Source: an optimization exercise on an open RTL-to-GDS flow (aim: small area, a short achievable clock period and few clock cycles). Production flows keep margins and buffers that such runs may drop. Function was checked by simulation only, so behaviour that the tests miss may differ from the original. Power figures rest on the tool's default switching activity, not on a simulated workload.

// mips_mc_core
module mips_mc_core #(
  parameter logic [31:0] RESET_PC = 32'h0000_3000,
  parameter int          ADDR_W   = 12
) (
  input  logic              clk,
  input  logic              reset,
  output logic              mem_req,
  output logic              mem_we,
  output logic [ADDR_W-1:0] mem_addr,
  output logic [31:0]       mem_wdata,
  input  logic [31:0]       mem_rdata,
  input  logic              mem_ack,
  output logic [31:0]       pc_o,
  output logic              retire,
  output logic              illegal
);
  localparam int AW = ADDR_W - 2;   
  logic [31:0]   pc_reg, ir_reg, a_reg, b_reg, wdata_reg;
  logic          xv_reg, retire_reg, illegal_reg;
  logic [AW-1:0] addr_reg, fa_reg;
  logic          req_reg, we_reg, kill_reg, fa_req;
  logic          m_valid, m_lw;
  logic [4:0]    m_wa;
  logic       c_sub, c_sum, c_and, c_or, c_slt, c_sll, c_link, c_ars, c_brt;
  logic       c_we, c_lw, c_sw, c_br, c_bne, c_jr, c_jmp, c_legal;
  logic [4:0] c_wa;
  logic [4:0]  x_rs, x_rt, shamt;
  logic [15:0] imm;
  assign x_rs  = ir_reg[25:21];
  assign x_rt  = ir_reg[20:16];
  assign shamt = ir_reg[10:6];
  assign imm   = ir_reg[15:0];
  logic [31:0] sum, alu_res, pc_plus4;
  logic        lt;
  assign sum      = a_reg + b_reg + {31'b0, c_sub};
  assign lt       = (a_reg[31] == b_reg[31]) ? a_reg[31] : sum[31];
  assign pc_plus4 = {pc_reg[31:2] + 30'd1, pc_reg[1:0]};
  always_comb begin
    alu_res = '0;
    if (c_sum)  alu_res = alu_res | sum;
    if (c_and)  alu_res = alu_res | (a_reg & b_reg);
    if (c_or)   alu_res = alu_res | (a_reg | b_reg);
    if (c_slt)  alu_res = alu_res | {31'b0, lt};
    if (c_sll)  alu_res = alu_res | (b_reg << shamt);
  ...
Size in the first run: roughly 5,000 cells after synthesis, about 1,200 flip-flops, roughly 120 I/O pins, roughly 62,000 sq um of cells after synthesis.
Settings: LEC_CHECK=0, CAP_MARGIN=20, CELL_PAD_IN_SITES_DETAIL_PLACEMENT=1, CELL_PAD_IN_SITES_GLOBAL_PLACEMENT=2, CORE_MARGIN=2, CORE_UTILIZATION=40, GPL_ROUTABILITY_DRIVEN=1, SETUP_SLACK_MARGIN=4.0, SLEW_MARGIN=20; clock period 8.0 ns.
run.sh (not shown) runs the stock make flow with config.mk's settings and CLKGATE_MAP_FILE= SYNTH_SCRIPT=/design/flow/synth_recipe.tcl, a recipe that flattens the netlist after the stock synthesis.
Testbench counts at the start, summed over its fixed seeds: cycles 10,011.
Edit:
--- a/flow/config.mk
+++ b/flow/config.mk
@@ -10,5 +10,7 @@
 export CELL_PAD_IN_SITES_GLOBAL_PLACEMENT = 2
 export CORE_MARGIN = 2
-export CORE_UTILIZATION = 40
+export CORE_UTILIZATION = 45
+export CTS_CLUSTER_DIAMETER = 60
+export CTS_CLUSTER_SIZE = 26
 export GPL_ROUTABILITY_DRIVEN = 1
 export SETUP_SLACK_MARGIN = 4.0
=>
- routed wire length is lower by 4.1%
- worst setup slack got worse by 0.074 ns
- power is lower by 4.7%
- design area is lower by 1.5%
- non-clock buffer count is higher by 17
- count of clock-buffer cells in the layout is lower by 59
- global-route usage is higher by 3.6 points

* * *

== build 41 ==
mips_mc_core, a different RTL version from the one above (not shown whole).
For scale: ~5000 cells after synthesis, ~1200 flip-flops, roughly 120 I/O pins, ~61000 um2 of cells after synthesis.
Settings: LEC_CHECK=0, CAP_MARGIN=20, CELL_PAD_IN_SITES_DETAIL_PLACEMENT=1, CELL_PAD_IN_SITES_GLOBAL_PLACEMENT=2, CORE_MARGIN=2, CORE_UTILIZATION=45, CTS_CLUSTER_DIAMETER=60, CTS_CLUSTER_SIZE=26, GPL_ROUTABILITY_DRIVEN=1, SETUP_SLACK_MARGIN=4.0, SLEW_MARGIN=20; clock period 8.0 ns.
Testbench counts of build 41, summed over its fixed seeds: cycles 10,011.
Here is what was changed in the inputs of build 15 compared with build 41.
- swapping 1 for 0 in CELL_PAD_IN_SITES_DETAIL_PLACEMENT
- clearing CTS_CLUSTER_DIAMETER, which used to be 60
- swapping 45 for 40 in CORE_UTILIZATION
- swapping 2 for 1 in CELL_PAD_IN_SITES_GLOBAL_PLACEMENT
- clearing CTS_CLUSTER_SIZE, which used to be 26
Findings:
On wire length, the higher figure sits with build 41, not build 15. Measured slew at the worst slew-check pin in build 15 is 0.23 ns below build 41. Going from build 41 to build 15, post-route fraction of the period consumed by the critical path shrinks by 2.0 points. Die area: build 41 and build 15 compared, higher one is build 15. Compared with build 41, in build 15 relative area change from synthesis to final layout rose by 0.46 points; final setup slack of the worst path picked up an extra 0.16 ns; final cell count climbed about 3.6%; number of well taps now larger; worst hold slack went down by 0.012 ns.
--- input diff build 15..build 95 ---
- CELL_PAD_IN_SITES_DETAIL_PLACEMENT changed from 0 to 1
- CELL_PAD_IN_SITES_GLOBAL_PLACEMENT changed from 1 to 2
==> run notes <==
Build 95 against build 15: power after layout picked up an extra 1.2%; signed area change from the synthesized netlist to the final layout went down 1.5 points; flip-flop and latch count held steady. Build 95 vs build 15 — register share of the cell area rose 0.61 points. Delta (build 95 minus build 15): fill cell instance count of the final layout increased about 14%, switching share of power increased 0.85 points.
--- input diff build 95..build 89 ---
- swapping 40 for 48 in CORE_UTILIZATION
- putting CTS_CLUSTER_SIZE at 26 where nothing was set
- putting CTS_CLUSTER_DIAMETER at 60 where nothing was set
==> flow/flow/run.sh (new file) <==
#!/bin/bash
# Own layout flow: the standard ORFS flow (standard.sh, unchanged
# synthesis, floorplan, power grid and taps), with two make settings:
#  - the port buffers are buf_4 cells rather than the flow's default pick;
#  - timing repair may resize a cell to one of another footprint.
set -euo pipefail
here=$(pwd)
bash "$here/standard.sh" \
  "BUFFER_PORTS_ARGS=-buffer_cell sky130_fd_sc_hd__buf_4" \
  MATCH_CELL_FOOTPRINT=0 \
  finish > "$here/standard.log" 2>&1
==> flow/standard.sh (new file) <==
#!/bin/bash
# synth_recipe.tcl (not shown) runs the flow's synth.tcl, then flattens the netlist and writes it again
# the make line also repeats each setting of config.mk as NAME=value (left out here)
make -C /OpenROAD-flow-scripts/flow DESIGN_CONFIG=/design/flow/config.mk WORK_HOME=/design/flow/orfs CLKGATE_MAP_FILE= SYNTH_SCRIPT=/design/flow/synth_recipe.tcl "${@:-finish}"
removed: flow/run.sh
Notes after the runs:
- Total wire length after detailed routing: build 89 vs build 95 down 14 mm
- Build 95 → build 89: final cell count without fillers dropped 438, clock period minus final worst setup slack dropped 0.084 ns, initial standard-cell utilization of the core climbed 8.3 points.
- Final non-filler cell area, build 89 and build 95, higher one = build 95.
- Build 95 ended up with a_reg[28]$_DFFE_PP_ as its capture point of the worst path; build 89 ended up with b_reg[12]$_DFFE_PP_.

* * *

RTL: one of the versions met above, not the one the previous note started from.
Size: about 5000 cells after synthesis, about 120 I/O pins.
==> flow/config.mk <==
export PLATFORM = sky130hd
export DESIGN_NAME = mips_mc_core
export DESIGN_NICKNAME = mips_mc_core
export VERILOG_FILES = /design/flow/design.v
export SDC_FILE = /design/flow/constraint.sdc
export NUM_CORES = 4
export LEC_CHECK = 0
export CAP_MARGIN = 20
export CELL_PAD_IN_SITES_DETAIL_PLACEMENT = 1
export CELL_PAD_IN_SITES_GLOBAL_PLACEMENT = 2
export CORE_MARGIN = 2
export CORE_UTILIZATION = 45
export CTS_CLUSTER_DIAMETER = 60
export CTS_CLUSTER_SIZE = 26
export GPL_ROUTABILITY_DRIVEN = 1
export SETUP_SLACK_MARGIN = 4.2
export SLEW_MARGIN = 20
==> flow/constraint.sdc <==
create_clock -name core_clock -period 8.0 [get_ports {clk}]
set_input_delay 1.6000 -clock core_clock [delete_from_list [all_inputs] [get_ports {clk}]]
set_output_delay 1.6000 -clock core_clock [all_outputs]
set_load 0.01 [all_outputs]
Stock flow here: none of the scripts above is used.
Testbench counts at the start, summed over its fixed seeds: cycles 10,011.
Then changed:
- SETUP_SLACK_MARGIN: 4.2 -> 3.8
Result:
- setup slack degrades by 370 ps
- design area came out lower by 4.2%
- hold slack is worse by 10 ps
- non-clock buffer count went down by 113
- first-iteration DRC count decreases by about 7%
- area after synthesis does not change

-- afterwards: timing with drivers on the ports --
How much do the figures lean on ideal ports? The routed layouts below were timed once more, with nothing changed but the port constraints. Step 1 (the two cells are an assumption about what drives the block):
set clk [get_ports {clk}]
set_driving_cell -lib_cell sky130_fd_sc_hd__clkbuf_16 $clk
set_driving_cell -lib_cell sky130_fd_sc_hd__buf_2 [delete_from_list [all_inputs] $clk]
Step 2 moves the port delays by t, midway between the first and last clock arrival at a register: inputs arrive t later, outputs are due t later. That takes back most of the time a late clock gives input paths. a / b / c = no drivers / after step 1 / after step 2; a / b = the first two.
| run | shift t [ns] | setup WS [ns] | latest minus earliest clock arrival (ns) | slew at the worst register clock pin (ns) | worst slew at a driven data input, ns |
|---|---|---|---|---|---|
| the first run of note 1 | 0.869 | 3.925 / 3.891 / 3.023 | 0.065 / 0.065 | 0.07 / 0.07 | 0.12 |
| the second run of note 1 | 0.850 | 3.851 / 3.917 / 3.068 | 0.095 / 0.095 | 0.10 / 0.10 | 0.12 |
| build 41 | 0.850 | 3.762 / 3.811 / 2.962 | 0.080 / 0.079 | 0.10 / 0.10 | 0.16 |
| build 15 | 0.887 | 3.919 / 3.985 / 3.098 | 0.057 / 0.057 | 0.07 / 0.07 | 0.04 |
| build 95 | 0.887 | 3.757 / 3.829 / 2.942 | 0.039 / 0.039 | 0.07 / 0.07 | 0.11 |
| build 89 | 0.881 | 3.841 / 3.841 / 3.020 | 0.070 / 0.070 | 0.10 / 0.10 | 0.12 |
| the first run of note 3 | 0.849 | 4.015 / 4.020 / 3.171 | 0.096 / 0.096 | 0.10 / 0.10 | 0.12 |
| the second run of note 3 | 0.848 | 3.644 / 3.690 / 2.842 | 0.066 / 0.066 | 0.10 / 0.10 | 0.15 |
After both steps setup and hold are still met in every run listed. The setup slack of the first run of note 1, which loses most, moves by -0.034 ns with the drivers and by -0.902 ns with both steps.
